This design comes from an exercise in tuning for small area, a short achievable clock period and few clock cycles per item on the open sky130 flow, not from production work. At most, simulation tests tie the RTL to the original design; equivalence was not proved. Function not checked in runs 3 to 5: the RTL went through the layout flow alone. No activity file was given, so power comes from the tool's default toggle rates.

[config.mk]
export PLATFORM = sky130hd
export DESIGN_NAME = three_fan_duty_ramp_unit
export DESIGN_NICKNAME = three_fan_duty_ramp_unit
export VERILOG_FILES = /design/flow/design.v
export SDC_FILE = /design/flow/constraint.sdc
export NUM_CORES = 4
export LEC_CHECK = 0
export CAP_MARGIN = 20
export CORE_MARGIN = 2
export CORE_UTILIZATION = 40
export PLACE_DENSITY = 0.6
export SETUP_SLACK_MARGIN = 4.0
export SLEW_MARGIN = 20
export TNS_END_PERCENT = 10
[constraint.sdc]
create_clock -name core_clock -period 7.5 [get_ports {clk}]
set_input_delay 1.5000 -clock core_clock [delete_from_list [all_inputs] [get_ports {clk}]]
set_output_delay 1.5000 -clock core_clock [all_outputs]
set_load 0.01 [all_outputs]
[design.v]
package tfdr_pkg;
  localparam logic [1:0] CMD_SET     = 2'd0;
  localparam logic [1:0] CMD_RESTART = 2'd1;
  localparam logic [1:0] CMD_TICK    = 2'd2;
  localparam logic [1:0]  FAN_LIMIT   = 2'd3;
  localparam logic [15:0] PASSTHROUGH = 16'hFFFF;
  localparam logic [8:0]  FAN0_RESET  = 9'h020;
  localparam logic [16:0] ELAPSED_MAX = 17'h1FFFF;
  localparam logic [2:0] PH_IDLE = 3'd0;   
  localparam logic [2:0] PH_MOD1 = 3'd1;   
  localparam logic [2:0] PH_MOD2 = 3'd2;   
  localparam logic [2:0] PH_INIT = 3'd3;   
  localparam logic [2:0] PH_STEP = 3'd4;   
  localparam logic [2:0] PH_FIN  = 3'd5;   
endpackage
module tfdr_divider (
  input  logic [15:0] rem,
  input  logic [15:0] mrem,
  input  logic        mbit,
  input  logic [16:0] ela,
  input  logic [18:0] ed1,
  input  logic [18:0] ed2,
  input  logic [15:0] dur,
  output logic [1:0]  qd,
  output logic [15:0] rem_n,
  output logic        abit,
  output logic [15:0] mrem_n
);
  logic [18:0] base;
  logic [18:0] c0;
  logic [18:0] c1;
  logic [18:0] s0;
  logic [18:0] s1;
  logic [18:0] s2;
  assign base = {2'b0, rem, 1'b0};
  assign c0   = mbit ? {2'b0, ela} : 19'd0;
  assign c1   = mbit ? ed1 : ~{3'b0, dur};
  assign s0   = base + c0;
  assign s1   = base + c1 + {18'd0, !mbit};
  assign s2   = base + ed2;
  always_comb begin
    if (mbit && !s2[18]) begin
      qd    = 2'd2;
      rem_n = s2[15:0];
    end else if (!s1[18]) begin
      qd    = 2'd1;
      rem_n = s1[15:0];
    end else begin
      qd    = 2'd0;
      rem_n = s0[15:0];
    end
  end
  logic [16:0] x;
  logic [17:0] xd;
  assign x      = {mrem, ~mbit};
  assign xd     = {1'b0, x} - {2'b0, dur};
  assign abit   = xd[17];
  assign mrem_n = abit ? x[15:0] : xd[15:0];
endmodule
module three_fan_duty_ramp_unit (
  input  logic        clk,
  input  logic        rst,
  input  logic        cfg_we,
  input  logic [15:0] cfg_data,
  input  logic        s_tvalid,
  output logic        s_tready,
  input  logic [15:0] s_tdata,    
  input  logic [3:0]  s_tuser,    
  output logic        m_tvalid,
  input  logic        m_tready,
  output logic [31:0] m_tdata,    
  output logic [1:0]  m_tuser     
);
  logic [15:0] dur;
  logic [16:0] elapsed;
  logic [8:0]  t0, p0;
  logic [7:0]  t1, p1;
  logic        t1x, p1x;
  logic [8:0]  t2, p2;
  logic        t2x, p2x;
  logic [9:0]  fy0, fy2;
  logic [8:0]  fy1;
  logic [16:0] fe [3];
  logic [8:0]  fa [3];
  logic [15:0] fm [3];
  logic        fs [3];
  logic [2:0]  phase;
  logic [3:0]  cnt;
  logic        first;
  logic        mbit;    
  logic [1:0]  efan;
  logic [2:0]  dirty;
  logic        bg;      
  logic        spass;   
  logic [15:0] er;      
  logic [15:0] em;      
  logic [8:0]  eb;      
  logic [8:0]  eq;      
  logic        esg;     
  logic [10:0] tsel;    
  logic [10:0] psel;    
  logic [18:0] ed1;     
  logic [18:0] ed2;     
  logic        pend;    
  logic        pend_r;  
  logic        byp_r;   
  logic [1:0] cmd;
  logic [1:0] fan_in;
  logic       acc;
  logic       tick_acc;
  logic       rst_acc;
  logic       rst_go;
  logic       hold;
  logic       set_acc;
  logic       out_free;
  logic       tick_go;
  logic       clean;
  assign cmd      = s_tuser[1:0];
  assign fan_in   = s_tuser[3:2];
  assign s_tready = ((phase == tfdr_pkg::PH_IDLE) || bg) && !pend && !pend_r;
  assign acc      = s_tvalid && s_tready;
  assign tick_acc = acc && (cmd == tfdr_pkg::CMD_TICK);
  assign rst_acc  = acc && (cmd == tfdr_pkg::CMD_RESTART);
  assign set_acc  = acc && (cmd == tfdr_pkg::CMD_SET) && (fan_in != tfdr_pkg::FAN_LIMIT);
  assign out_free = !m_tvalid || m_tready;
  assign hold     = m_tvalid && !m_tready;
  assign rst_go   = (rst_acc || pend_r) && !hold;
  assign clean    = (phase == tfdr_pkg::PH_IDLE) && (dirty == 3'b000);
  logic go_new;
  logic go_old;
  assign go_new   = clean && !pend && !pend_r;
  assign go_old   = clean && pend;
  assign tick_go  = ((s_tvalid && cmd == tfdr_pkg::CMD_TICK && go_new) || go_old) &&
                    (m_tready || !m_tvalid);
  logic [10:0] tv [3];
  logic [10:0] pv [3];
  assign tv[0] = {2'b00, t0};
  assign tv[1] = t1x ? 11'h7FF : {3'b000, t1};
  assign tv[2] = t2x ? 11'h7FF : {2'b00, t2};
  assign pv[0] = {2'b00, p0};
  assign pv[1] = p1x ? 11'h7FF : {3'b000, p1};
  assign pv[2] = p2x ? 11'h7FF : {2'b00, p2};
  always_ff @(posedge clk) begin
    if (rst) begin
      dur <= '0;
    end else if (cfg_we) begin
      dur <= cfg_data;
    end
  end
  always_ff @(posedge clk) begin
    if (rst) begin
      elapsed <= '0;
    end else if (rst_go) begin
      elapsed <= '0;
    end else if (tick_go && elapsed != tfdr_pkg::ELAPSED_MAX) begin
      elapsed <= elapsed + 1'b1;
    end
  end
  always_ff @(posedge clk) begin
    ed1 <= {2'b00, elapsed} - {3'b000, dur};
    ed2 <= {2'b00, elapsed} - {2'b00, dur, 1'b0};
  end
  logic        tk_c  [3];
  logic [16:0] tk_e  [3];
  logic [9:0]  tk_a  [3];
  logic [9:0]  tk_y  [3];
  logic [9:0]  fy_w  [3];
  assign fy_w[0] = fy0;
  assign fy_w[1] = {1'b0, fy1};
  assign fy_w[2] = fy2;
  for (genvar f = 0; f < 3; f++) begin : g_tick
    assign tk_c[f]  = !fe[f][16];
    assign tk_e[f]  = fe[f] + {1'b1, ~fm[f]} + (tk_c[f] ? 17'd0 : {1'b0, dur});
    assign tk_a[f]  = {10{fs[f]}} ^ {1'b0, fa[f]};
    assign tk_y[f]  = fy_w[f] + tk_a[f] + {9'd0, fs[f] ^ tk_c[f]};
  end
  logic        last;
  logic [1:0]  qd;
  logic [15:0] er_n;
  logic        abit;
  logic [15:0] em_n;
  logic [8:0]  eq_n;
  logic        step_en;
  logic [10:0] sel_t;
  logic [10:0] sel_p;
  logic [10:0] dif_a;
  logic [10:0] dif_b;
  logic        mag_neg;
  logic [8:0]  mag;
  assign last  = (cnt == 4'd0);
  assign sel_t   = tv[efan];
  assign sel_p   = pv[efan];
  assign dif_a   = tsel - psel;
  assign dif_b   = psel - tsel;
  assign mag_neg = dif_a[10];
  assign mag     = mag_neg ? dif_b[8:0] : dif_a[8:0];
  tfdr_divider u_div (
    .rem    (er),
    .mrem   (em),
    .mbit   (mbit),
    .ela    (elapsed),
    .ed1    (ed1),
    .ed2    (ed2),
    .dur    (dur),
    .qd     (qd),
    .rem_n  (er_n),
    .abit   (abit),
    .mrem_n (em_n)
  );
  assign step_en = first ? mag[8] : 1'b1;
  assign eq_n    = {eq[7:0], 1'b0} + {7'd0, qd};
  logic [12:0] mod_z;
  logic [8:0]  mod_r;
  logic [11:0] mod_c [4];
  assign mod_z = {er[15:10], 6'd0} - {5'd0, er[15:10], 2'd0} + {7'd0, er[15:10]} + {3'd0, er[9:0]};
  for (genvar k = 0; k < 4; k++) begin : g_modc
    logic [11:0] off;
    always_comb begin
      case (er[12:10])
        3'd0:    off = 12'(0   - 321 * k);
        3'd1:    off = 12'(61  - 321 * k);
        3'd2:    off = 12'(122 - 321 * k);
        3'd3:    off = 12'(183 - 321 * k);
        default: off = 12'(244 - 321 * k);
      endcase
    end
    assign mod_c[k] = {2'b00, er[9:0]} + off;
  end
  always_comb begin
    if (!mod_c[3][11])      mod_r = mod_c[3][8:0];
    else if (!mod_c[2][11]) mod_r = mod_c[2][8:0];
    else if (!mod_c[1][11]) mod_r = mod_c[1][8:0];
    else                    mod_r = mod_c[0][8:0];
  end
  logic [10:0] new_t;
  always_comb begin
    if (efan == 2'd1) begin
      new_t = spass ? 11'h7FF : {3'b000, er[7:0]};
    end else if (spass) begin
      new_t = (efan == 2'd2) ? 11'h7FF : 11'd51;
    end else begin
      new_t = {2'b00, mod_r};
    end
  end
  logic [9:0]  fin_y;
  logic [16:0] fin_e;
  assign fin_y = psel[9:0] + (esg ? -{1'b0, eq} : {1'b0, eq});
  assign fin_e = {1'b0, er} + {1'b1, ~em};
  logic [1:0] pick;
  always_comb begin
    if (dirty[0])      pick = 2'd0;
    else if (dirty[1]) pick = 2'd1;
    else               pick = 2'd2;
  end
  always_ff @(posedge clk) begin
    if (rst) begin
      phase <= tfdr_pkg::PH_IDLE;
      dirty <= 3'b000;
      bg    <= 1'b0;
    end else begin
      if (set_acc) begin
        phase <= (fan_in == 2'd1 || s_tdata == tfdr_pkg::PASSTHROUGH) ?
                 tfdr_pkg::PH_MOD2 : tfdr_pkg::PH_MOD1;
        bg    <= 1'b0;
      end else if (rst_go && bg) begin
        phase <= tfdr_pkg::PH_IDLE;
        bg    <= 1'b0;
      end else begin
        case (phase)
          tfdr_pkg::PH_IDLE: begin
            if (dirty != 3'b000) begin
              phase <= tfdr_pkg::PH_INIT;
              bg    <= 1'b1;
            end
          end
          tfdr_pkg::PH_MOD1: begin
            phase <= tfdr_pkg::PH_MOD2;
          end
          tfdr_pkg::PH_MOD2, tfdr_pkg::PH_INIT: begin
            if (cfg_we) begin
              phase <= tfdr_pkg::PH_IDLE;
            end else if (!(phase == tfdr_pkg::PH_MOD2 && hold)) begin
              phase <= tfdr_pkg::PH_STEP;
            end
          end
          tfdr_pkg::PH_STEP: begin
            if (cfg_we) begin
              phase <= tfdr_pkg::PH_IDLE;
            end else if (last) begin
              phase <= tfdr_pkg::PH_FIN;
            end
          end
          default: begin
            if (!hold || cfg_we) begin
              phase <= tfdr_pkg::PH_IDLE;
              bg    <= 1'b0;
            end
          end
        endcase
        if (cfg_we) begin
          bg <= 1'b0;
        end
      end
      if (phase == tfdr_pkg::PH_FIN && !hold && !rst_go) begin
        dirty[efan] <= 1'b0;
      end
      if (cfg_we) begin
        dirty <= 3'b111;
      end
    end
  end
  always_ff @(posedge clk) begin
    if (set_acc) begin
      efan  <= fan_in;
      spass <= (s_tdata == tfdr_pkg::PASSTHROUGH);
    end else if (phase == tfdr_pkg::PH_IDLE) begin
      efan <= pick;
    end
  end
  always_ff @(posedge clk) begin
    case (phase)
      tfdr_pkg::PH_MOD1: begin
        er <= {3'b000, mod_z};
      end
      tfdr_pkg::PH_MOD2, tfdr_pkg::PH_INIT: begin
        if (!(phase == tfdr_pkg::PH_MOD2 && hold)) begin
          tsel  <= (phase == tfdr_pkg::PH_MOD2) ? new_t : sel_t;
          psel  <= (phase == tfdr_pkg::PH_MOD2) ? sel_t : sel_p;
          er    <= '0;
          em    <= dur - 1'b1;
          eq    <= '0;
          cnt   <= 4'd8;
          first <= 1'b1;
          mbit  <= 1'b1;
        end
      end
      tfdr_pkg::PH_STEP: begin
        if (step_en) begin
          er <= er_n;
          em <= em_n;
          eq <= eq_n;
        end
        if (first) begin
          eb   <= {mag[7:0], abit & mag[8]};
          esg  <= mag_neg;
          mbit <= mag[7];
        end else begin
          eb   <= {eb[7:0], abit};
          mbit <= eb[7];
        end
        first <= 1'b0;
        cnt   <= cnt - 1'b1;
      end
      default: begin end
    endcase
    if (set_acc) begin
      er <= s_tdata;
    end
  end
  logic wr_t;
  assign wr_t = (phase == tfdr_pkg::PH_MOD2) && !hold;
  always_ff @(posedge clk) begin
    if (rst) begin
      t0 <= tfdr_pkg::FAN0_RESET;
      p0 <= tfdr_pkg::FAN0_RESET;
    end else if (wr_t && efan == 2'd0) begin
      p0 <= t0;
      t0 <= new_t[8:0];
    end
  end
  always_ff @(posedge clk) begin
    if (rst) begin
      t1  <= '0;
      t1x <= 1'b1;
      p1  <= '0;
      p1x <= 1'b1;
    end else if (wr_t && efan == 2'd1) begin
      p1  <= t1;
      p1x <= t1x;
      t1  <= er[7:0];
      t1x <= spass;
    end
  end
  always_ff @(posedge clk) begin
    if (rst) begin
      t2  <= '0;
      t2x <= 1'b1;
      p2  <= '0;
      p2x <= 1'b1;
    end else if (wr_t && efan == 2'd2) begin
      p2  <= t2;
      p2x <= t2x;
      t2  <= new_t[8:0];
      t2x <= spass;
    end
  end
  logic eng_wr [3];
  for (genvar f = 0; f < 3; f++) begin : g_state
    assign eng_wr[f] = (phase == tfdr_pkg::PH_FIN) && (efan == 2'(f)) && !hold;
    always_ff @(posedge clk) begin
      if (eng_wr[f]) begin
        fa[f] <= eb;
        fm[f] <= em;
        fs[f] <= esg;
      end
    end
    always_ff @(posedge clk) begin
      if (rst_go) begin
        fe[f] <= {1'b1, ~fm[f]};
      end else if (eng_wr[f]) begin
        fe[f] <= fin_e;
      end else if (tick_go) begin
        fe[f] <= tk_e[f];
      end
    end
  end
  always_ff @(posedge clk) begin
    if (rst_go) begin
      fy0 <= pv[0][9:0];
    end else if (eng_wr[0]) begin
      fy0 <= fin_y;
    end else if (tick_go) begin
      fy0 <= tk_y[0];
    end
  end
  always_ff @(posedge clk) begin
    if (rst_go) begin
      fy1 <= pv[1][8:0];
    end else if (eng_wr[1]) begin
      fy1 <= fin_y[8:0];
    end else if (tick_go) begin
      fy1 <= tk_y[1][8:0];
    end
  end
  always_ff @(posedge clk) begin
    if (rst_go) begin
      fy2 <= pv[2][9:0];
    end else if (eng_wr[2]) begin
      fy2 <= fin_y;
    end else if (tick_go) begin
      fy2 <= tk_y[2];
    end
  end
  logic bypass;
  assign bypass = (dur == 16'd0) || (elapsed >= {1'b0, dur});
  always_ff @(posedge clk) begin
    if (rst) begin
      m_tvalid <= 1'b0;
      pend     <= 1'b0;
      pend_r   <= 1'b0;
    end else begin
      if (tick_go) begin
        m_tvalid <= 1'b1;
      end else if (m_tready) begin
        m_tvalid <= 1'b0;
      end
      if (tick_acc && !tick_go) begin
        pend <= 1'b1;
      end else if (tick_go) begin
        pend <= 1'b0;
      end
      if (rst_acc && hold) begin
        pend_r <= 1'b1;
      end else if (!hold) begin
        pend_r <= 1'b0;
      end
    end
  end
  always_ff @(posedge clk) begin
    if (tick_go) begin
      byp_r <= bypass;
    end
  end
  logic [9:0] duty [3];
  for (genvar f = 0; f < 3; f++) begin : g_duty
    assign duty[f] = byp_r ? tv[f][9:0] : fy_w[f];
  end
  assign m_tdata = {3'b000, t2x ? 10'd0 : duty[2], t1x ? 9'd0 : duty[1][8:0], duty[0]};
  assign m_tuser = {t2x, t1x};
endmodule
[flow/run.sh]
#!/bin/bash
# Standard layout, except that the port buffers are sky130_fd_sc_hd__buf_4
# instead of the delay buffer buffer_ports picks on its own. Every input and
# output port still gets its buffer. The whole make output goes to
# standard.log in the work folder (ORFS keeps its per-step logs under orfs/).
set -euo pipefail
export BUFFER_PORTS_ARGS="-buffer_cell sky130_fd_sc_hd__buf_4"
bash standard.sh > standard.log 2>&1
[standard.sh]
#!/bin/bash
# synth_recipe.tcl (not shown) runs the flow's synth.tcl, then flattens the netlist and writes it again
# the make line also repeats each setting of config.mk as NAME=value (left out here)
make -C /OpenROAD-flow-scripts/flow DESIGN_CONFIG=/design/flow/config.mk WORK_HOME=/design/flow/orfs CLKGATE_MAP_FILE= SYNTH_SCRIPT=/design/flow/synth_recipe.tcl "${@:-finish}"
==> impl_metrics.yaml, run 1 <==
cells_and_area:
  layout_net_count: 3841
  area_growth_pct: 12.6
  fill_cells: 7221
  post_route_core_utilization_pct: 45.3
  drive_above_1_share_pct: 9.85
critical_path:
  critical_path_peak_fanout: 57
  timing.reg2reg.worst_path_depth: 8
  crit_path_class: "in2reg"
  r2r_start: "phase[2]$_SDFFE_PP0P_"
  reg2reg_to: "fe[2][4]$_DFFE_PP_"
  cp.arrival_ps: 3920
  worst-r2r-setup-slack_ps: 3910
  critical_path.startpoint_type: "input port"
  critical_path.endpoint_type: "flip-flop"
  worst_ep_required_time_ps: 7760
placement:
  post-dp-hpwl_um: 72200
  gp_routability_congestion: 0.944
  io_buffers: 73
synth:
  yosys-mux-area-fraction_pct: 3.43
  synth_simple_gate_area_share_pct: 17.3
  synth_xor_area_share_pct: 6.93
  number_of_warnings_reported_in_the_yosys_synthesis_log: 16
  number_of_storage_elements_in_the_synthesis_netlist: 374
  synth_ff_type: "sky130_fd_sc_hd__edfxtp_1"
  ys_top_cells_by_area: "sky130_fd_sc_hd__edfxtp_1 24%, sky130_fd_sc_hd__ha_1 11%, sky130_fd_sc_hd__dfxtp_1 9.3%"
  synth_compound_area_share_pct: 18.6
  synthMostInstantiatedCell: "sky130_fd_sc_hd__nand2_1"
  post_synth_most_frequent_cells: "315 x sky130_fd_sc_hd__nand2_1, 288 x sky130_fd_sc_hd__nor2_1, 271 x sky130_fd_sc_hd__a21oi_1, 258 x sky130_fd_sc_hd__ha_1, 239 x sky130_fd_sc_hd__inv_1"
  syn_inst: 3393
  sequential_area_share_after_synthesis_pct: 33.0
  cell_area_after_synthesis_um2: 29800
  yosys.cell_types.count: 89
  post_synth_fa_ha_maj_area_fraction_pct: 15.8
  share_of_flip_flops_with_an_asynchronous_set_or_reset_pct: 0
  synthesis.area_per_instance_um2: 8.79
  synth_top_area_share_pct: 23.6
  synth_top_family_by_area: "compound AO/OA/AOI/OAI gates"
  yosysTopAreaCell: "sky130_fd_sc_hd__edfxtp_1"
  synth_enable_flop_cells: 235
detailed_routing:
  via_per_inst: 5.76
  drt_first_pass_iters: 6
  route.detailed.wl_per_inst_um: 21.7
  routed-via-count: 25800
  drt-total-wl_um: 97100
  final_antenna_net_count: 0
  drt-initial-drc-count: 2464
  detail_route.drc_violations: 0
timing:
  fin_crit_ps: 3660
  tightestPinTransition_ps: 911
  timing.clock.skew_ps: 14.1
  totalNegativeSetupSlack_ps: 0
  finalMaxSlewViolations: 0
  timing.final.hold_violations: 0
  setup-violations-final: 0
  max-slew-margin-rel_pct: 39.0
  final.period_utilization_pct: 48.9
  clock.fmax_ghz: 0.273
  rsz0062_at_grt: "true"
floorplanning:
  design.portCount: 77
  die_width_um: 277
  die_height_um: 277
  core_region_area_um2: 74200
  std_cell_rows: 100
  effective_utilization_at_floorplan_pct: 40.2
  dieArea_um2: 76800
hold_path:
  worst_hold_startpoint: "p2[0]$_SDFFE_PP0P_"
  hold_class: "reg2reg"
  worstHoldEndpoint: "p2[0]$_SDFFE_PP0P_"
  min_path_cells: 2
clock_tree:
  cts_max_path_buffers: 3
  clkSinkCount: 374
  postCtsHoldBufs: 0
  worst_setup_hold_path_clk_slew_ps: 60
  clk-insertion-delay-late_ps: 580
  tritoncts.num_buffers: 45
  cts_tree: "built"
  clock_tree.htree_level_count: 2
  cts_root_buf: "sky130_fd_sc_hd__clkbuf_16"
pwr:
  switching_power_uw: 6490
  power.share.switching_pct: 46.4
  leakage_uw: 0.0139
  sequentialPowerShare_pct: 22.2
  p_per_area_nw_per_um2: 416
  power_frac_clock_pct: 15.8
  worst_ir_drop_vdd_mv: 0.243
  p_int_uw: 7490
  combinationalPowerShare_pct: 62.1
global_route:
  grt_start_max_net_pins: 74
  initial_antenna_violation_count: 5
  gr-usage-all-layers_pct: 24.5
  global_route.overflow_total: 0
  grt_pass1_wl_um: 146000
  via_count_of_the_first_global_routing_pass: 24200
status:
  status: "timing/DRC/antenna clean"
run:
  max_cap_viol_count: 0
[what timing repair did]
| item | CTS | global route |
|---|---|---|
| gates resized for setup | 52 | 37 |
| endpoints found under the hold margin | 0 | 0 |
| setup buffers | 39 | 18 |
| cloned | 2 | 0 |
| setup endpoints to repair | 303 | 189 |
| pin swaps | 12 | 19 |
[worst max-delay path: stages]
cell and delay (ps):
sky130_fd_sc_hd__buf_4 110, sky130_fd_sc_hd__nor2b_1 190, sky130_fd_sc_hd__o2111ai_2 480, sky130_fd_sc_hd__nand2_1 290
sky130_fd_sc_hd__nand2_4 280, sky130_fd_sc_hd__buf_6 360, sky130_fd_sc_hd__nand3_2 310, sky130_fd_sc_hd__buf_4 340
[logic make-up after synthesis]
family / Yosys count
and+or+nand+nor: 1086
adders and majority gates: 333
muxes: 100
xor gates and xnor gates: 236
other: 1
DFF: 374
buffers and inverters: 387
AOI/OAI and AO/OA: 876
[routing by layer]
layer  global-route usage (%)  vias up  routed length, um
li1                         -    12300                  -
met1                     35.5    12300              43900
met4                     6.40        0               2680
met3                     4.16      159               8520
met5                        0        -                  0
met2                     37.7     1022              42000
[power groups by stage]
| stage | Clock (uW) | Combinational (uW) | Sequential, uW |
|---|---|---|---|
| finish | 2200 | 8680 | 3100 |
| global placement | 0 | 7680 | 3310 |
| floorplan | 0 | 5820 | 2940 |
| global route | 2310 | 9450 | 3120 |
| CTS | 2240 | 8200 | 3110 |
| detailed placement | 0 | 7690 | 3300 |
[through the flow]
| stage | power, uW | setup slack (ps) | hold WS, ps | cell area, um2 | cells |
|---|---|---|---|---|---|
| finish | 14000 | 3840 | 473 | 33600 | 4474 |
| global route | 14900 | 3770 | 494 | 33600 | 4473 |
| CTS | 13500 | 3900 | 471 | 33300 | 4455 |
| detailed placement | 11000 | 2790 | 463 | 31400 | 4330 |
| global placement | 11000 | 2920 | 460 | 31400 | 4330 |
| floorplan | 8760 | 3560 | 396 | 29900 | 3395 |
[sequential cells by signal (all words and copies together) (netlist names), 17 cells and up]
name     cells
ed2         18
fe          51
ed1         18
elapsed     17
fm          48
fa          27
[placed cells by master, fill, tap and decap left out, drive strengths merged, types with 74 or more instances in the layout]
cell,Yosys,layout
nand2,316,316
nor3,113,113
fa,75,75
edfxtp,235,235
ha,258,258
xor2,98,98
inv,240,244
a21oi,272,273
o21ai,221,222
nor2,289,289
mux2i,83,83
xnor2,138,138
buf,24,167
nand3,74,74
dfxtp,139,139
[how the worst max path moves through the flow]
stage                       startpoint                      to  slack [ps]  cells after the start
global placement              m_tready  fe[2][16]$_SDFFE_PN1P_        2920                     10
finish                      s_tuser[1]      fe[2][4]$_DFFE_PP_        3840                      8
detailed placement            m_tready  fe[2][16]$_SDFFE_PN1P_        2790                     10
global route        mbit$_SDFFCE_PN1P_        er[11]$_DFFE_PP_        3770                     12
CTS                   er[11]$_DFFE_PP_        er[12]$_DFFE_PP_        3900                     13
floorplan            psel[0]$_DFFE_PP_         er[0]$_DFFE_PP_        3560                     10
[cell type report]
cell class | count | area [um2] | share of cell area (%)
inverter | 243 | 917 | 2.73
timing repair buffer | 167 | 1300 | 3.86
tap | 969 | 1210 | 3.61
clock buffer | 70 | 1340 | 3.99
multi-input combinational | 2636 | 18900 | 56.1
clock inverter | 14 | 129 | 0.383
sequential | 374 | 9860 | 29.3
antenna | 1 | 2.50 | 0.00744
Testbench counts, summed over its fixed seeds: cycles 8,734, items 2,684.
==> run 2: changes to the inputs <==
--- a/config.mk
+++ b/config.mk
@@ -13,2 +13 @@
 export SLEW_MARGIN = 20
-export TNS_END_PERCENT = 10
==> run 2 against run 1 <==
Effect of this change: utilization up 1.1 points; fmax up 5.0%; first-iteration DRC count rose by 0.93%; global-route usage is 0.26 points higher; wire length grew 1.6%; total power rose by 5.0%; critical endpoint is now t0[1]$_SDFFE_PP0P_; sequential share of layout area down 0.67 points; critical path type is now reg2reg; sequential power about the same.
==> impl_metrics.yaml, run 2 <==
timing:
  tightestPinTransition_ps: 990
  max-slew-margin-rel_pct: 34.0
  final.period_utilization_pct: 46.5
  totalNegativeSetupSlack_ps: 0
  setup-violations-final: 0
  postLayoutSetupSlackWorst_ps: 4010
  timing.final.hold_violations: 0
  fin_crit_ps: 3490
  clock.fmax_ghz: 0.287
  rsz0062_at_grt: "true"
  finalMaxSlewViolations: 0
  timing.clock.skew_ps: 33.5
floorplanning:
  effective_utilization_at_floorplan_pct: 40.2
  std_cell_rows: 100
  die_height_um: 277
  core_region_area_um2: 74200
  dieArea_um2: 76800
  design.portCount: 77
  die_width_um: 277
cells_and_area:
  mostFrequentLayoutCells: "313 x sky130_fd_sc_hd__nand2_1, 287 x sky130_fd_sc_hd__nor2_1, 261 x sky130_fd_sc_hd__a21oi_1, 247 x sky130_fd_sc_hd__ha_1, 235 x sky130_fd_sc_hd__edfxtp_1"
  layout_net_count: 3869
  final_common_cell: "sky130_fd_sc_hd__nand2_1"
  drive_above_1_share_pct: 12.0
  registers.top_by_ff_count: "fe"
  largestRegisters: "fe x51, fm x48, fa x27"
  largest_register_ff_count: 51
  design_area_um2: 34400
  area_growth_pct: 15.3
  layout.cells.non_filler: 4503
  post_route_core_utilization_pct: 46.4
run:
  max_cap_viol_count: 0
hold_path:
  hold_class: "reg2reg"
placement:
  dp.cells: 4326
  post-dp-hpwl_um: 72600
  place_ws_ps: 3060
  io_buffers: 73
  dpl_cell_area_um2: 31300
  gp_routability_congestion: 0.932
synth:
  number_of_storage_elements_in_the_synthesis_netlist: 374
  sequential_area_share_after_synthesis_pct: 33.0
  synthMostInstantiatedCell: "sky130_fd_sc_hd__nand2_1"
  cell_area_after_synthesis_um2: 29800
  synthesis.area_per_instance_um2: 8.79
  syn_inst: 3393
  synth_ff_type: "sky130_fd_sc_hd__edfxtp_1"
  ys_top_cells_by_area: "sky130_fd_sc_hd__edfxtp_1 24%, sky130_fd_sc_hd__ha_1 11%, sky130_fd_sc_hd__dfxtp_1 9.3%"
  yosysTopAreaCell: "sky130_fd_sc_hd__edfxtp_1"
  share_of_flip_flops_with_an_asynchronous_set_or_reset_pct: 0
  yosys.cell_types.count: 89
  post_synth_most_frequent_cells: "315 x sky130_fd_sc_hd__nand2_1, 288 x sky130_fd_sc_hd__nor2_1, 271 x sky130_fd_sc_hd__a21oi_1, 258 x sky130_fd_sc_hd__ha_1, 239 x sky130_fd_sc_hd__inv_1"
  synth_top_area_share_pct: 23.6
  synth_enable_flop_cells: 235
  number_of_warnings_reported_in_the_yosys_synthesis_log: 16
detailed_routing:
  drt-initial-drc-count: 2487
  drt-total-wl_um: 98700
  drt_first_pass_iters: 7
  via_per_inst: 5.81
  routed-via-count: 26200
  route.detailed.wl_per_inst_um: 21.9
  detail_route.drc_violations: 0
  final_antenna_net_count: 0
clock_tree:
  clkSinkCount: 374
  postCtsHoldBufs: 0
  worst_setup_hold_path_clk_slew_ps: 60
  cts_max_path_buffers: 3
  tritoncts.num_buffers: 45
  clock_tree.htree_level_count: 2
  clk-insertion-delay-late_ps: 620
  cts_tree: "built"
  cts_root_buf: "sky130_fd_sc_hd__clkbuf_16"
global_route:
  gr-usage-met1_pct: 35.8
  grt_start_max_net_pins: 77
  globalRouteMet2Util_pct: 38.5
  via_count_of_the_first_global_routing_pass: 24600
  grt_pass1_wl_um: 148000
  initial_antenna_violation_count: 6
  gr-usage-all-layers_pct: 24.8
  grt.met3_usage_pct: 3.88
  global_route.overflow_total: 0
  globalRoute.busiestLayer: "met2"
critical_path:
  timing.reg2reg.worst_path_depth: 13
  startpoint: "er[11]$_DFFE_PP_"
  worst_setup_path_endpoint: "t0[1]$_SDFFE_PP0P_"
  cp.arrival_ps: 4020
  r2r_start: "er[11]$_DFFE_PP_"
  worst-r2r-setup-slack_ps: 4010
  critical_path_peak_fanout: 5
  crit_path_class: "reg2reg"
  critical_path.endpoint_type: "flip-flop"
  critical_path.startpoint_type: "flip-flop"
  reg2reg_to: "t0[1]$_SDFFE_PP0P_"
  worst_ep_required_time_ps: 8030
pwr:
  leakage_uw: 0.0142
  p_per_area_nw_per_um2: 427
  worst_ir_drop_vdd_mv: 0.209
status:
  status: "timing/DRC/antenna clean"
## run 2: worst max-delay path, cell delays in order, from the launching register on
cell                        delay, ps
sky130_fd_sc_hd__edfxtp_1         470
sky130_fd_sc_hd__buf_6            180
sky130_fd_sc_hd__xor2_4           170
sky130_fd_sc_hd__and2_4           190
sky130_fd_sc_hd__inv_2             50
sky130_fd_sc_hd__ha_4             220
sky130_fd_sc_hd__a211oi_4         270
sky130_fd_sc_hd__o21ai_2          120
sky130_fd_sc_hd__a2111oi_4        450
sky130_fd_sc_hd__nor2_4           110
sky130_fd_sc_hd__mux2_4           340
sky130_fd_sc_hd__o211a_1          210
sky130_fd_sc_hd__o31a_1           390
sky130_fd_sc_hd__a211oi_2         240
## run 2: worst min path at each step
stage,startpoint,endpoint,slack [ps],depth (start not counted)
final,p2[5]$_SDFFE_PP0P_,p2[5]$_SDFFE_PP0P_,470,2
after floorplan,elapsed[0]$_SDFFE_PP0P_,ed2[0]$_DFF_P_,400,0
after global routing,p1[0]$_SDFFE_PP0P_,p1[0]$_SDFFE_PP0P_,510,2
after CTS,p2[1]$_SDFFE_PP0P_,p2[1]$_SDFFE_PP0P_,470,2
after detailed placement,p2[1]$_SDFFE_PP0P_,p2[1]$_SDFFE_PP0P_,460,2
after global placement,p2[0]$_SDFFE_PP0P_,p2[0]$_SDFFE_PP0P_,460,2
## run 2: logic make-up after synthesis
kind of cell / Yosys count / share of synthesized area, %
and+or+nand+nor: 1086 / 17.3
AOI/OAI and AO/OA: 876 / 18.6
buffers and inverters: 387 / 4.98
DFF: 374 / 33.0
adders and majority gates: 333 / 15.8
xor gates and xnor gates: 236 / 6.93
muxes: 100 / 3.43
other: 1 / 0.0126
## run 2: layout make-up
class	instances	area [um2]
Fill cell	7097	39800
Multi-Input combinational cell	2636	19100
Sequential cell	374	9860
Timing Repair Buffer	195	1600
Clock buffer	60	1240
Tap cell	969	1210
Inverter	243	931
Clock inverter	24	429
Antenna cell	2	5.00
## run 2: per-stage QoR
stage,total power (uW),hold WS [ps]
floorplan,8760,396
global placement,11000,460
detailed placement,11000,462
finish,14700,474
global route,15600,507
CTS,13900,470
## run 2: layer usage
layer  wire length [um]  vias to the layer above
met5                  0                        -
met4               2810                        0
met3               8060                      173
met2              43500                     1021
met1              44300                    12600
li1                   -                    12300
## run 2: what timing repair did
action | in CTS | in global routing
setup endpoints to repair | 160 | 199
gates cloned | 1 | 4
resized for setup | 49 | 120
pin swaps | 13 | 30
buffers inserted | 43 | 43
## run 2: power breakdown
group          internal [uW]  leakage (uW)  switching, uW
registers               2690       0.00331            392
clock network           1520      0.000812            970
logic                   3750        0.0101           5360
==> run 3: changes to the inputs <==
--- a/design.v
+++ b/design.v
@@ -182,3 +182,2 @@
   logic [8:0]  eq_n;
-  logic        step_en;
   logic [10:0] sel_t;
@@ -209,4 +208,12 @@
   );
-  assign step_en = first ? mag[8] : 1'b1;
   assign eq_n    = {eq[7:0], 1'b0} + {7'd0, qd};
+  logic [3:0] mag_top;    
+  logic [8:0] mag_norm;   
+  always_comb begin
+    mag_top = 4'd0;
+    for (int i = 0; i < 9; i++) begin
+      if (mag[i]) mag_top = 4'(i);
+    end
+  end
+  assign mag_norm = mag << (4'd8 - mag_top);
   logic [12:0] mod_z;
@@ -288,3 +295,3 @@
               phase <= tfdr_pkg::PH_IDLE;
-            end else if (last) begin
+            end else if (first ? (mag == 9'd0) : last) begin
               phase <= tfdr_pkg::PH_FIN;
@@ -331,5 +338,3 @@
           eq    <= '0;
-          cnt   <= 4'd8;
           first <= 1'b1;
-          mbit  <= 1'b1;
         end
@@ -337,17 +342,16 @@
       tfdr_pkg::PH_STEP: begin
-        if (step_en) begin
-          er <= er_n;
-          em <= em_n;
-          eq <= eq_n;
-        end
         if (first) begin
-          eb   <= {mag[7:0], abit & mag[8]};
+          eb   <= mag_norm;
           esg  <= mag_neg;
-          mbit <= mag[7];
+          cnt  <= mag_top;
+          mbit <= 1'b1;
         end else begin
+          er   <= er_n;
+          em   <= em_n;
+          eq   <= eq_n;
           eb   <= {eb[7:0], abit};
           mbit <= eb[7];
+          cnt  <= cnt - 1'b1;
         end
         first <= 1'b0;
-        cnt   <= cnt - 1'b1;
       end
==> run 3 against run 2 <==
Effect of this change: critical endpoint is now eb[8]$_DFFE_PP_; clock skew rose by 1.2 ps; synthesized area rose by 0.34%; largest power group unchanged; sequential share of layout area fell by 1.1 points; critical path depth rose by 1; worst hold slack improved by 1.2 ps.
==> impl_metrics.yaml, run 3 <==
pwr:
  report.power.total_uw: 18900
  p_per_area_nw_per_um2: 527
  leakage_uw: 0.0148
  worst_ir_drop_vdd_mv: 0.596
critical_path:
  crit_path_class: "reg2reg"
  worstPathBufferInverterCount: 2
  crit_path_max_incr_delay_ps: 500
  critical_path_peak_fanout: 8
  critical-path-slowest-cell: "sky130_fd_sc_hd__or4_4"
  critical_path.endpoint_type: "flip-flop"
  cpLargestDelayFamily: "compound AO/OA/AOI/OAI gates"
  worstPathCellList: "inv_1 > ha_2 > and3_1 > o21a_1 > or4_4 > a21oi_4 > o21a_4 > nor2_4 > a21o_4 > ha_4 > clkinv_8 > o32a_1 > o21ai_1 > o221ai_2"
  worst_ep_required_time_ps: 7820
  cp.arrival_ps: 4090
  critical_path.startpoint_type: "flip-flop"
synth:
  synth_top_area_share_pct: 23.6
  cell_area_after_synthesis_um2: 29900
  number_of_warnings_reported_in_the_yosys_synthesis_log: 16
  ys_top_cells_by_area: "sky130_fd_sc_hd__edfxtp_1 24%, sky130_fd_sc_hd__ha_1 11%, sky130_fd_sc_hd__dfxtp_1 9.3%"
  yosys.cell_types.count: 95
  sequential_area_share_after_synthesis_pct: 32.9
  syn_inst: 3415
  number_of_storage_elements_in_the_synthesis_netlist: 374
  yosysTopAreaCell: "sky130_fd_sc_hd__edfxtp_1"
  synth_enable_flop_cells: 235
  synthesis.area_per_instance_um2: 8.77
  synth_ff_type: "sky130_fd_sc_hd__edfxtp_1"
  share_of_flip_flops_with_an_asynchronous_set_or_reset_pct: 0
  synthMostInstantiatedCell: "sky130_fd_sc_hd__nand2_1"
  post_synth_most_frequent_cells: "337 x sky130_fd_sc_hd__nand2_1, 311 x sky130_fd_sc_hd__nor2_1, 267 x sky130_fd_sc_hd__a21oi_1, 258 x sky130_fd_sc_hd__ha_1, 239 x sky130_fd_sc_hd__inv_1"
timing:
  clock.fmax_ghz: 0.265
  rsz0062_at_grt: "true"
  max-slew-margin-rel_pct: 30.9
  fin_crit_ps: 3770
  finalMaxSlewViolations: 0
  postLayoutSetupSlackWorst_ps: 3730
  timing.final.hold_violations: 0
  timing.clock.skew_ps: 34.6
  setup-violations-final: 0
  final.period_utilization_pct: 50.3
  totalNegativeSetupSlack_ps: 0
  tightestPinTransition_ps: 1040
global_route:
  via_count_of_the_first_global_routing_pass: 24600
  gr-usage-all-layers_pct: 24.8
  grt_start_max_net_pins: 82
  global_route.overflow_total: 0
  initial_antenna_violation_count: 0
  grt_pass1_wl_um: 149000
placement:
  dpl_cell_area_um2: 31500
  io_buffers: 73
  place_ws_ps: 3040
  gp_routability_congestion: 0.924
  post-dp-hpwl_um: 70700
cells_and_area:
  final_common_cell: "sky130_fd_sc_hd__nand2_1"
  largestRegisters: "fe x51, fm x48, fa x27"
  design_area_um2: 35800
  layout_net_count: 3963
  area_growth_pct: 19.6
  largest_register_ff_count: 51
  drive_above_1_share_pct: 17.6
  mostFrequentLayoutCells: "329 x sky130_fd_sc_hd__nand2_1, 298 x sky130_fd_sc_hd__nor2_1, 239 x sky130_fd_sc_hd__buf_4, 237 x sky130_fd_sc_hd__ha_1, 235 x sky130_fd_sc_hd__edfxtp_1"
  post_route_core_utilization_pct: 48.2
  antenna_cells: 0
  registers.top_by_ff_count: "fe"
detailed_routing:
  route.detailed.wl_per_inst_um: 21.6
  drt_first_pass_iters: 5
  drt-total-wl_um: 99300
  routed-via-count: 26200
  drt-initial-drc-count: 2331
  via_per_inst: 5.71
  final_antenna_net_count: 0
  detail_route.drc_violations: 0
clock_tree:
  cts_root_buf: "sky130_fd_sc_hd__clkbuf_16"
  clk-insertion-delay-late_ps: 620
  worst_setup_hold_path_clk_slew_ps: 60
  tritoncts.num_buffers: 46
  clkSinkCount: 374
  postCtsHoldBufs: 0
  clock_tree.htree_level_count: 2
  cts_max_path_buffers: 3
  cts_tree: "built"
status:
  status: "timing/DRC/antenna clean"
floorplanning:
  effective_utilization_at_floorplan_pct: 40.3
  core_region_area_um2: 74300
  die_height_um: 278
  dieArea_um2: 77100
  die_width_um: 278
  design.portCount: 77
  std_cell_rows: 100
run:
  max_cap_viol_count: 0
hold_path:
  hold_class: "reg2reg"
## run 3: cell types whose count changed after synthesis, sizes merged, moves of 6 or more
| cell | previous run | this run |
|---|---|---|
| nor2 | 289 | 311 |
| nand2 | 316 | 337 |
| xnor2 | 138 | 158 |
| nor3 | 113 | 100 |
| a31oi | 25 | 16 |
| nand2b | 28 | 36 |
| and2 | 73 | 66 |
| a211o | 9 | 3 |
| o211a | 8 | 2 |
| o41ai | 15 | 9 |
## run 3: stage by stage
| step | hold WS, ps | cells |
|---|---|---|
| after global placement | 458 | 4339 |
| after floorplan | 399 | 3417 |
| after detailed placement | 467 | 4339 |
| final | 475 | 4594 |
| after global routing | 494 | 4594 |
| after CTS | 476 | 4538 |
## run 3: routing by layer
metal	part of all wire [%]	track usage [%]
met5	0	0
met3	6.3	2.86
met2	47	41.4
met4	3.5	8.16
met1	43	33.5
## run 3: timing repair
| item | CTS | global route |
|---|---|---|
| buffers inserted | 109 | 54 |
| pin swaps | 70 | 117 |
| cloned | 4 | 2 |
| setup endpoints to repair | 219 | 127 |
| resized for setup | 169 | 208 |
## run 3: worst paths after layout
kind,cells after the start,slack (ps),endpoint,startpoint
worst max-delay path,14,3730,eb[8]$_DFFE_PP_,tsel[2]$_DFFE_PP_
worst min-delay path,2,470,p2[1]$_SDFFE_PP0P_,p2[1]$_SDFFE_PP0P_
worst min register to register,2,470,p2[1]$_SDFFE_PP0P_,p2[1]$_SDFFE_PP0P_
worst max register to register,14,3730,eb[8]$_DFFE_PP_,tsel[2]$_DFFE_PP_
## run 3: final cells by class
class                           instances  area [um2]
Timing Repair Buffer                  265        2200
Clock inverter                         18         160
Multi-Input combinational cell       2653       20100
Timing Repair inverter                  1        5.00
Fill cell                            7054       38500
Clock buffer                           68        1360
Inverter                              246         958
Tap cell                              969        1210
Sequential cell                       374        9880
## run 3: cell families (layout without fill, tap and decap cells)
family / count (synthesis) / after routing / synth area share [%]
fa+ha+maj: 335 / 335 / 15.9
buf+inv: 391 / 598 / 5.07
mux: 92 / 92 / 3.22
xor+xnor: 259 / 259 / 7.65
simple gates: 1106 / 1107 / 17.3
compound gates: 857 / 857 / 18.0
flops: 374 / 374 / 32.9
other cells: 1 / 3 / 0.0125
## run 3: power breakdown
part / switching, uW / total (uW) / leakage, uW / internal [uW]
Combinational: 7490 / 13400 / 0.0107 / 5880
Sequential: 418 / 3240 / 0.00331 / 2820
Clock: 948 / 2270 / 0.000756 / 1320
## run 3: worst min-delay path, stage by stage (launching register included)
cell and delay (ps):
sky130_fd_sc_hd__dfxtp_1 320, sky130_fd_sc_hd__nand2_1 60, sky130_fd_sc_hd__a21oi_1 50
==> run 4: changes to the inputs <==
--- a/design.v
+++ b/design.v
@@ -9,3 +9,2 @@
   localparam logic [2:0] PH_IDLE = 3'd0;   
-  localparam logic [2:0] PH_MOD1 = 3'd1;   
   localparam logic [2:0] PH_MOD2 = 3'd2;   
@@ -218,7 +217,28 @@
   assign mag_norm = mag << (4'd8 - mag_top);
-  logic [12:0] mod_z;
+  logic [11:0] fold_hi;
+  logic [12:0] fold_z;
+  always_comb begin
+    case (s_tdata[15:12])
+      4'd0:  fold_hi = 12'd0;
+      4'd1:  fold_hi = 12'd244;
+      4'd2:  fold_hi = 12'd488;
+      4'd3:  fold_hi = 12'd732;
+      4'd4:  fold_hi = 12'd976;
+      4'd5:  fold_hi = 12'd1220;
+      4'd6:  fold_hi = 12'd1464;
+      4'd7:  fold_hi = 12'd1708;
+      4'd8:  fold_hi = 12'd1952;
+      4'd9:  fold_hi = 12'd2196;
+      4'd10: fold_hi = 12'd2440;
+      4'd11: fold_hi = 12'd2684;
+      4'd12: fold_hi = 12'd2928;
+      4'd13: fold_hi = 12'd3172;
+      4'd14: fold_hi = 12'd3416;
+      default: fold_hi = 12'd3660;
+    endcase
+  end
+  assign fold_z = {1'b0, fold_hi} + {1'b0, s_tdata[11:0]};
   logic [8:0]  mod_r;
-  logic [11:0] mod_c [4];
-  assign mod_z = {er[15:10], 6'd0} - {5'd0, er[15:10], 2'd0} + {7'd0, er[15:10]} + {3'd0, er[9:0]};
-  for (genvar k = 0; k < 4; k++) begin : g_modc
+  logic [11:0] mod_c [5];
+  for (genvar k = 0; k < 5; k++) begin : g_modc
     logic [11:0] off;
@@ -230,3 +250,6 @@
         3'd3:    off = 12'(183 - 321 * k);
-        default: off = 12'(244 - 321 * k);
+        3'd4:    off = 12'(244 - 321 * k);
+        3'd5:    off = 12'(305 - 321 * k);
+        3'd6:    off = 12'(366 - 321 * k);
+        default: off = 12'(427 - 321 * k);
       endcase
@@ -236,3 +259,4 @@
   always_comb begin
-    if (!mod_c[3][11])      mod_r = mod_c[3][8:0];
+    if (!mod_c[4][11])      mod_r = mod_c[4][8:0];
+    else if (!mod_c[3][11]) mod_r = mod_c[3][8:0];
     else if (!mod_c[2][11]) mod_r = mod_c[2][8:0];
@@ -268,4 +292,3 @@
       if (set_acc) begin
-        phase <= (fan_in == 2'd1 || s_tdata == tfdr_pkg::PASSTHROUGH) ?
-                 tfdr_pkg::PH_MOD2 : tfdr_pkg::PH_MOD1;
+        phase <= tfdr_pkg::PH_MOD2;
         bg    <= 1'b0;
@@ -282,5 +305,2 @@
           end
-          tfdr_pkg::PH_MOD1: begin
-            phase <= tfdr_pkg::PH_MOD2;
-          end
           tfdr_pkg::PH_MOD2, tfdr_pkg::PH_INIT: begin
@@ -328,5 +348,2 @@
     case (phase)
-      tfdr_pkg::PH_MOD1: begin
-        er <= {3'b000, mod_z};
-      end
       tfdr_pkg::PH_MOD2, tfdr_pkg::PH_INIT: begin
@@ -360,3 +377,3 @@
     if (set_acc) begin
-      er <= s_tdata;
+      er <= (fan_in == 2'd1) ? s_tdata : {3'b000, fold_z};
     end
==> run 4 against run 3 <==
Effect of this change: still clean; sequential power grew 6.5%; critical path depth increased by 4; via count rose by 0.77%; worst hold slack got worse by 45 ps; die area shrank 0.45%; register-to-register slack worse by 190 ps; synthesized cell count shrank 0.67%; design area up 2.7%; wire length up 3.2%.
==> impl_metrics.yaml, run 4 <==
global_route:
  gr-usage-met1_pct: 34.7
  grt_start_max_net_pins: 81
  global_route.overflow_total: 0
  gr-usage-all-layers_pct: 25.5
  grt_pass1_wl_um: 152000
  grt.met3_usage_pct: 2.25
  via_count_of_the_first_global_routing_pass: 25000
  globalRoute.busiestLayer: "met2"
  globalRouteMet2Util_pct: 42.1
  initial_antenna_violation_count: 3
clock_tree:
  clkSinkCount: 374
  worst_setup_hold_path_clk_slew_ps: 60
  clock_tree.htree_level_count: 2
  clk-insertion-delay-late_ps: 620
  cts_max_path_buffers: 3
  cts_tree: "built"
  tritoncts.num_buffers: 47
  cts_root_buf: "sky130_fd_sc_hd__clkbuf_16"
detailed_routing:
  routed-via-count: 26400
  via_per_inst: 5.72
  drt_first_pass_iters: 6
  detail_route.drc_violations: 0
  final_antenna_net_count: 0
  route.detailed.wl_per_inst_um: 22.2
  drt-total-wl_um: 102000
  drt-initial-drc-count: 2246
cells_and_area:
  layout_net_count: 3987
  area_growth_pct: 23.5
  antenna_cells: 0
  mostFrequentLayoutCells: "338 x sky130_fd_sc_hd__nand2_1, 271 x sky130_fd_sc_hd__buf_4, 266 x sky130_fd_sc_hd__nor2_1, 235 x sky130_fd_sc_hd__edfxtp_1, 232 x sky130_fd_sc_hd__ha_1"
  drive_above_1_share_pct: 21.5
  design_area_um2: 36800
  fill_cells: 6965
  registers.top_by_ff_count: "fe"
  largestRegisters: "fe x51, fm x48, fa x27"
  final_common_cell: "sky130_fd_sc_hd__nand2_1"
  post_route_core_utilization_pct: 49.7
  largest_register_ff_count: 51
placement:
  gp_routability_congestion: 0.913
  post-dp-hpwl_um: 69500
  io_buffers: 73
  dpl_cell_area_um2: 31300
  place_ws_ps: 2800
synth:
  yosys.cell_types.count: 103
  syn_inst: 3392
  synthesis.area_per_instance_um2: 8.79
  synth_enable_flop_cells: 235
  synth_top_area_share_pct: 23.7
  number_of_storage_elements_in_the_synthesis_netlist: 374
  post_synth_most_frequent_cells: "344 x sky130_fd_sc_hd__nand2_1, 282 x sky130_fd_sc_hd__nor2_1, 274 x sky130_fd_sc_hd__a21oi_1, 267 x sky130_fd_sc_hd__ha_1, 240 x sky130_fd_sc_hd__inv_1"
  number_of_warnings_reported_in_the_yosys_synthesis_log: 16
  sequential_area_share_after_synthesis_pct: 33.0
  synth_ff_type: "sky130_fd_sc_hd__edfxtp_1"
  cell_area_after_synthesis_um2: 29800
  ys_top_cells_by_area: "sky130_fd_sc_hd__edfxtp_1 24%, sky130_fd_sc_hd__ha_1 11%, sky130_fd_sc_hd__dfxtp_1 9.3%"
  share_of_flip_flops_with_an_asynchronous_set_or_reset_pct: 0
  synthMostInstantiatedCell: "sky130_fd_sc_hd__nand2_1"
  yosysTopAreaCell: "sky130_fd_sc_hd__edfxtp_1"
timing:
  final.period_utilization_pct: 52.8
  totalNegativeSetupSlack_ps: 0
  tightestPinTransition_ps: 1240
  timing.clock.skew_ps: 34.7
  timing.final.hold_violations: 0
  postLayoutSetupSlackWorst_ps: 3540
  fin_crit_ps: 3960
  setup-violations-final: 0
  max-slew-margin-rel_pct: 17.6
  clock.fmax_ghz: 0.252
  rsz0062_at_grt: "true"
  finalMaxSlewViolations: 0
run:
  max_cap_viol_count: 0
hold_path:
  hold_class: "reg2reg"
  min_path_cells: 0
  worstHoldEndpoint: "ed2[0]$_DFF_P_"
  worst_hold_startpoint: "elapsed[0]$_SDFFE_PP0P_"
floorplanning:
  design.portCount: 77
  die_width_um: 277
  std_cell_rows: 100
  effective_utilization_at_floorplan_pct: 40.2
  die_height_um: 277
  core_region_area_um2: 74100
  dieArea_um2: 76700
critical_path:
  worst_ep_required_time_ps: 7960
  crit_path_class: "reg2reg"
  cp.arrival_ps: 4420
  worst-r2r-setup-slack_ps: 3540
  critical_path_peak_fanout: 6
  timing.reg2reg.worst_path_depth: 18
  critical_path.startpoint_type: "flip-flop"
  reg2reg_to: "eb[5]$_DFFE_PP_"
  critical_path.endpoint_type: "flip-flop"
  r2r_start: "tsel[0]$_DFFE_PP_"
pwr:
  switching_power_uw: 9540
  sequentialPowerShare_pct: 16.8
  combinationalPowerShare_pct: 71.7
  report.power.total_uw: 20500
  power_frac_clock_pct: 11.5
  p_per_area_nw_per_um2: 557
  p_int_uw: 11000
  leakage_uw: 0.0151
  worst_ir_drop_vdd_mv: 0.581
  power.share.switching_pct: 46.5
status:
  status: "timing/DRC/antenna clean"
## run 4: how the worst max path moves through the flow
stage	from	endpoint	slack, ps	depth (start not counted)
3_5_place_dp	er[11]$_DFFE_PP_	tsel[3]$_DFFE_PP_	2800	13
5_1_grt	tsel[1]$_DFFE_PP_	eb[5]$_DFFE_PP_	3380	16
2_1_floorplan	tsel[0]$_DFFE_PP_	eb[5]$_DFFE_PP_	3470	19
3_3_place_gp	tsel[0]$_DFFE_PP_	eb[7]$_DFFE_PP_	2960	18
4_1_cts	tsel[0]$_DFFE_PP_	eb[5]$_DFFE_PP_	3580	18
6_report	tsel[0]$_DFFE_PP_	eb[5]$_DFFE_PP_	3540	18
## run 4: metal layers
metal  share of wire (%)  routed length [um]
met2                  47               48000
met5                   0                   0
met3                 6.2                6350
met1                  43               43900
met4                 4.1                4200
## run 4: metrics by stage
step           instances  hold slack, ps
6_report            4615             430
4_1_cts             4527             467
2_1_floorplan       3394             402
3_5_place_dp        4301             459
3_3_place_gp        4301             457
5_1_grt             4615             436
## run 4: kinds of logic (layout without fill, tap and decap cells)
logic type / Yosys count / after routing / synth area share (%)
flip-flops: 374 / 374 / 33.0
AO/OA/AOI/OAI: 885 / 886 / 18.7
XOR/XNOR: 270 / 270 / 7.98
other: 1 / 3 / 0.0126
AND/OR/NAND/NOR: 1034 / 1036 / 16.0
multiplexers: 81 / 81 / 2.90
adder cells (fa/ha/maj): 341 / 341 / 16.1
buffers and inverters: 406 / 655 / 5.25
## run 4: worst max-delay path, stage by stage (launching register included)
cell                        delay [ps]
sky130_fd_sc_hd__edfxtp_1          380
sky130_fd_sc_hd__inv_1              80
sky130_fd_sc_hd__ha_2              180
sky130_fd_sc_hd__inv_2              40
sky130_fd_sc_hd__fa_2              330
sky130_fd_sc_hd__a21o_1            190
sky130_fd_sc_hd__o2bb2ai_2         140
sky130_fd_sc_hd__o211a_4           310
sky130_fd_sc_hd__inv_8              90
sky130_fd_sc_hd__a21oi_1            60
sky130_fd_sc_hd__nor3_2            320
sky130_fd_sc_hd__nor2_4            100
sky130_fd_sc_hd__o21a_4            230
sky130_fd_sc_hd__inv_1             120
sky130_fd_sc_hd__ha_4              190
sky130_fd_sc_hd__xnor2_4           140
sky130_fd_sc_hd__mux4_2            520
sky130_fd_sc_hd__or3_1             310
sky130_fd_sc_hd__o221ai_1           70
## run 4: area by class of cell
type | instances | area (um2) | share of cell area [%]
well taps | 969 | 1210 | 3.29
repair inverters | 1 | 6.26 | 0.0170
multi-input cells | 2617 | 20400 | 55.5
clock inverters | 20 | 213 | 0.578
repair buffers | 324 | 2770 | 7.53
flip-flops and latches | 374 | 9870 | 26.8
clock buffers | 68 | 1350 | 3.66
inverters | 242 | 968 | 2.63
## run 4: power groups by stage
stage,clock (uW),combinational (uW),sequential (uW)
2_1_floorplan,0,8190,3220
3_3_place_gp,0,10300,3640
3_5_place_dp,0,10300,3640
4_1_cts,2370,13000,3430
5_1_grt,2460,15800,3480
6_report,2350,14700,3450
## run 4: what timing repair did
item | 4_1_cts | 5_1_grt
hold buffers | 0 | 0
buffers inserted | 131 | 87
resized for setup | 286 | 250
hold endpoints to repair | 0 | 0
endpoints found under the setup margin | 179 | 167
pin swaps | 125 | 191
cloned | 7 | 1
==> run 5: changes to the inputs <==
--- a/design.v
+++ b/design.v
@@ -89,2 +89,3 @@
   logic        mbit;    
+  logic        lead;    
   logic [1:0]  efan;
@@ -187,3 +188,3 @@
   logic [8:0]  mag;
-  assign last  = (cnt == 4'd0);
+  assign last  = lead ? (lead_pos == 4'd0) : (cnt == 4'd0);
   assign sel_t   = tv[efan];
@@ -208,11 +209,17 @@
   assign eq_n    = {eq[7:0], 1'b0} + {7'd0, qd};
-  logic [3:0] mag_top;    
-  logic [8:0] mag_norm;   
+  logic       step_en;
+  logic [3:0] lz;         
+  logic [8:0] eb_lz;      
+  logic [3:0] lead_pos;   
+  logic       eb_zero;
+  assign step_en = first ? mag[8] : !(lead && eb_zero);
   always_comb begin
-    mag_top = 4'd0;
-    for (int i = 0; i < 9; i++) begin
-      if (mag[i]) mag_top = 4'(i);
+    lz = 4'd7;
+    for (int i = 1; i < 9; i++) begin
+      if (eb[i]) lz = 4'(8 - i);
     end
   end
-  assign mag_norm = mag << (4'd8 - mag_top);
+  assign eb_lz    = eb << lz;
+  assign lead_pos = cnt - lz;
+  assign eb_zero  = (eb[8:1] == 8'd0);
   logic [11:0] fold_hi;
@@ -315,3 +322,3 @@
               phase <= tfdr_pkg::PH_IDLE;
-            end else if (first ? (mag == 9'd0) : last) begin
+            end else if (!first && (last || (lead && eb_zero))) begin
               phase <= tfdr_pkg::PH_FIN;
@@ -356,2 +363,3 @@
           first <= 1'b1;
+          mbit  <= 1'b1;
         end
@@ -359,11 +367,19 @@
       tfdr_pkg::PH_STEP: begin
+        if (step_en) begin
+          er <= er_n;
+          em <= em_n;
+          eq <= eq_n;
+        end
         if (first) begin
-          eb   <= mag_norm;
+          eb   <= {mag[7:0], abit & mag[8]};
           esg  <= mag_neg;
-          cnt  <= mag_top;
-          mbit <= 1'b1;
+          mbit <= mag[8] ? mag[7] : 1'b1;
+          lead <= !mag[8];
+          cnt  <= 4'd7;
+        end else if (lead) begin
+          eb   <= {eb_lz[7:0], abit && !eb_zero};
+          mbit <= eb_lz[7];
+          lead <= 1'b0;
+          cnt  <= lead_pos - 1'b1;
         end else begin
-          er   <= er_n;
-          em   <= em_n;
-          eq   <= eq_n;
           eb   <= {eb[7:0], abit};
--- a/config.mk
+++ b/config.mk
@@ -10,2 +10,4 @@
 export CORE_UTILIZATION = 40
+export CTS_CLUSTER_DIAMETER = 120
+export CTS_CLUSTER_SIZE = 24
 export PLACE_DENSITY = 0.6
==> run 5 against run 4 <==
Effect of this change: wire length shrank 0.68%; highest routed layer is now met5; total power shrank 38%; via count shrank 1.2%; clock skew grew 8.3 ps; largest power group unchanged; still clean on timing, DRC and antenna; sequential power shrank 11%.
==> impl_metrics.yaml, run 5 <==
timing:
  timing.clock.skew_ps: 43.0
  postLayoutSetupSlackWorst_ps: 3590
  hold_ws_ps: 480
  finalMaxSlewViolations: 0
  setup-violations-final: 0
  totalNegativeSetupSlack_ps: 0
  max-slew-margin-rel_pct: 24.9
  clock.fmax_ghz: 0.256
  rsz0062_at_grt: "true"
  final.period_utilization_pct: 52.2
  tightestPinTransition_ps: 1130
  fin_crit_ps: 3910
  timing.final.hold_violations: 0
placement:
  io_buffers: 73
  dpl_cell_area_um2: 31500
  post-dp-hpwl_um: 73200
  gp_routability_congestion: 0.909
  place_ws_ps: 2710
floorplanning:
  core_region_area_um2: 74300
  effective_utilization_at_floorplan_pct: 40.3
  dieArea_um2: 77100
  die_height_um: 278
  std_cell_rows: 100
  design.portCount: 77
  die_width_um: 278
critical_path:
  worst_ep_required_time_ps: 7840
  crit_path_class: "reg2reg"
  timing.reg2reg.worst_path_depth: 15
  critical_path.startpoint_type: "flip-flop"
  critical_path_peak_fanout: 5
  crit_top_cell: "sky130_fd_sc_hd__mux2i_1"
  worstPathCellList: "inv_4 > ha_4 > nor2_2 > inv_1 > ha_1 > fa_1 > a21o_1 > a2111oi_2 > o31ai_1 > a21oi_1 > xor2_1 > mux2i_1 > nor2_1 > o311a_1 > mux2i_1"
  crit_path_max_incr_delay_ps: 550
  cp.arrival_ps: 4250
  critical-path-slowest-cell: "sky130_fd_sc_hd__edfxtp_1"
  critical_path.endpoint_type: "flip-flop"
  worstPathBufferInverterCount: 2
  reg2reg_to: "tsel[8]$_DFFE_PP_"
  worst-r2r-setup-slack_ps: 3590
  cpLargestDelayFamily: "compound AO/OA/AOI/OAI gates"
  r2r_start: "er[11]$_DFFE_PP_"
global_route:
  global_route.overflow_total: 0
  grt_start_max_net_pins: 81
  via_count_of_the_first_global_routing_pass: 24800
  grt_pass1_wl_um: 153000
  gr-usage-all-layers_pct: 25.5
  initial_antenna_violation_count: 2
cells_and_area:
  fill_cells: 7235
  layout_net_count: 3893
  design_area_um2: 34800
  largestRegisters: "fe x51, fm x48, fa x27"
  mostFrequentLayoutCells: "305 x sky130_fd_sc_hd__nand2_1, 273 x sky130_fd_sc_hd__nor2_1, 265 x sky130_fd_sc_hd__a21oi_1, 245 x sky130_fd_sc_hd__ha_1, 236 x sky130_fd_sc_hd__edfxtp_1"
  drive_above_1_share_pct: 15.5
  antenna_cells: 0
  largest_register_ff_count: 51
  registers.top_by_ff_count: "fe"
  area_growth_pct: 16.3
  final_common_cell: "sky130_fd_sc_hd__nand2_1"
synth:
  synthMostInstantiatedCell: "sky130_fd_sc_hd__nand2_1"
  syn_inst: 3387
  number_of_warnings_reported_in_the_yosys_synthesis_log: 16
  synth_ff_type: "sky130_fd_sc_hd__edfxtp_1"
  yosysTopAreaCell: "sky130_fd_sc_hd__edfxtp_1"
  cell_area_after_synthesis_um2: 30000
  number_of_storage_elements_in_the_synthesis_netlist: 375
  synth_top_area_share_pct: 23.6
  post_synth_most_frequent_cells: "310 x sky130_fd_sc_hd__nand2_1, 285 x sky130_fd_sc_hd__nor2_1, 283 x sky130_fd_sc_hd__a21oi_1, 271 x sky130_fd_sc_hd__ha_1, 236 x sky130_fd_sc_hd__edfxtp_1"
  sequential_area_share_after_synthesis_pct: 32.9
  share_of_flip_flops_with_an_asynchronous_set_or_reset_pct: 0
  synth_enable_flop_cells: 236
  synthesis.area_per_instance_um2: 8.85
  yosys.cell_types.count: 90
  ys_top_cells_by_area: "sky130_fd_sc_hd__edfxtp_1 24%, sky130_fd_sc_hd__ha_1 11%, sky130_fd_sc_hd__dfxtp_1 9.3%"
clock_tree:
  tritoncts.num_buffers: 20
  postCtsHoldBufs: 0
  cts_root_buf: "sky130_fd_sc_hd__clkbuf_16"
  clock_tree.htree_level_count: 1
  cts_tree: "built"
  worst_setup_hold_path_clk_slew_ps: 100
  clkSinkCount: 375
  cts_max_path_buffers: 3
  clk-insertion-delay-late_ps: 590
detailed_routing:
  route.detailed.wl_per_inst_um: 22.7
  routed-via-count: 26100
  drt-initial-drc-count: 2382
  drt-total-wl_um: 102000
  final_antenna_net_count: 0
  detail_route.drc_violations: 0
  via_per_inst: 5.81
  drt_first_pass_iters: 5
run:
  max_cap_viol_count: 0
status:
  status: "timing/DRC/antenna clean"
hold_path:
  min_path_cells: 2
  worstHoldEndpoint: "p1[5]$_SDFFE_PP0P_"
  worst_hold_startpoint: "p1[5]$_SDFFE_PP0P_"
  hold_class: "reg2reg"
pwr:
  p_per_area_nw_per_um2: 367
  worst_ir_drop_vdd_mv: 0.187
  leakage_uw: 0.0141
==> run 5: cell count changes after synthesis, sizes merged, moves of 13 or more <==
cell,change
a31oi,+15
clkbuf,-15
o21a,+17
nand2,-35
inv,-30
a21boi,-16
a211oi,+16
o21ai,-13
==> run 5: logic make-up after synthesis <==
| logic type | Yosys count | synth area share (%) |
|---|---|---|
| multiplexers | 80 | 2.79 |
| AND/OR/NAND/NOR | 1029 | 16.0 |
| flip-flops | 375 | 32.9 |
| buffers and inverters | 365 | 4.68 |
| XOR/XNOR | 272 | 7.95 |
| other | 1 | 0.0125 |
| adder cells (fa/ha/maj) | 346 | 16.3 |
| AO/OA/AOI/OAI | 919 | 19.3 |
==> run 5: how the worst max path moves through the flow <==
stage / startpoint / to / cells after the start
finish: er[11]$_DFFE_PP_ / tsel[8]$_DFFE_PP_ / 15
global route: er[11]$_DFFE_PP_ / tsel[8]$_DFFE_PP_ / 15
CTS: er[11]$_DFFE_PP_ / tsel[1]$_DFFE_PP_ / 15
detailed placement: er[11]$_DFFE_PP_ / t0[5]$_SDFFE_PP1P_ / 15
global placement: er[10]$_DFFE_PP_ / tsel[1]$_DFFE_PP_ / 15
floorplan: er[11]$_DFFE_PP_ / tsel[3]$_DFFE_PP_ / 17
==> run 5: final cells by class <==
type	instances	area (um2)	area share, %
clock inverter	4	57.6	0.165
clock buffer	32	546	1.57
timing repair buffer	245	2030	5.81
tap	969	1210	3.48
sequential	375	9900	28.4
inverter	214	840	2.41
multi-input combinational	2652	20300	58.2
==> run 5: timing repair <==
item | in CTS | in global routing
buffers inserted | 87 | 53
gates cloned | 4 | 2
gates resized for setup | 190 | 146
setup endpoints to repair | 297 | 142
pin swaps | 71 | 78
==> run 5: tightest hold or removal path, stage by stage, from the launching register on <==
cell and delay [ps]:
sky130_fd_sc_hd__dfxtp_1 340, sky130_fd_sc_hd__nand2_1 50, sky130_fd_sc_hd__a21oi_1 50
==> run 5: report_power, final <==
part           internal, uW  total, uW  switching [uW]  leakage, uW
sequential             2690       3080             390      0.00331
clock                   523       1290             771     0.000286
combinational          3500       8420            4920       0.0105
==> run 5: through the flow <==
stage / utilization, % / power, uW / std cells
after floorplan: - / 7940 / 3389
after detailed placement: 42.4 / 9900 / 4309
after global placement: 42.4 / 9890 / 4309
after CTS: 45.4 / 12000 / 4436
after global routing: 46.9 / 13600 / 4491
final: 46.9 / 12800 / 4491
==> run 5: layer usage <==
layer	wire length (um)	part of all wire, %	vias up	global-route usage [%]
met5	13	0.013	-	0
met4	4120	4.0	2	9.16
met3	5790	5.7	161	1.93
met2	47300	47	860	41.8
met1	44500	44	12700	35.4
li1	-	-	12300	-

[static timing again, ports no longer ideal]
How much do the figures lean on ideal ports? The routed layouts below were timed once more, with nothing changed but the port constraints.
Step 1 (the two cells are an assumption about what drives the block):
set clk [get_ports {clk}]
set_driving_cell -lib_cell sky130_fd_sc_hd__clkbuf_16 $clk
set_driving_cell -lib_cell sky130_fd_sc_hd__buf_2 [delete_from_list [all_inputs] $clk]
Step 2 times the ports against the registers' clock, not the clock port: input delays grow and output delays shrink by t, the midpoint of the rising clock arrivals with the driver on.
a / b / c = ideal / step 1 / step 2; a / b = the first two.
run	shift t [ns]	slack for setup (ns)	worst register clock-pin slew, ns
run 1	0.637	3.836 / 3.873 / 3.235	0.06 / 0.06
run 2	0.662	4.012 / 4.012 / 3.493	0.06 / 0.06
run 3	0.661	3.729 / 3.729 / 3.508	0.06 / 0.06
run 4	0.671	3.538 / 3.538 / 3.388	0.06 / 0.06
run 5	0.637	3.588 / 3.588 / 3.361	0.11 / 0.11
After both steps setup and hold are still met in every run listed. The setup slack of run 1, which loses most, moves by +0.037 ns with the drivers and by -0.601 ns with both steps.
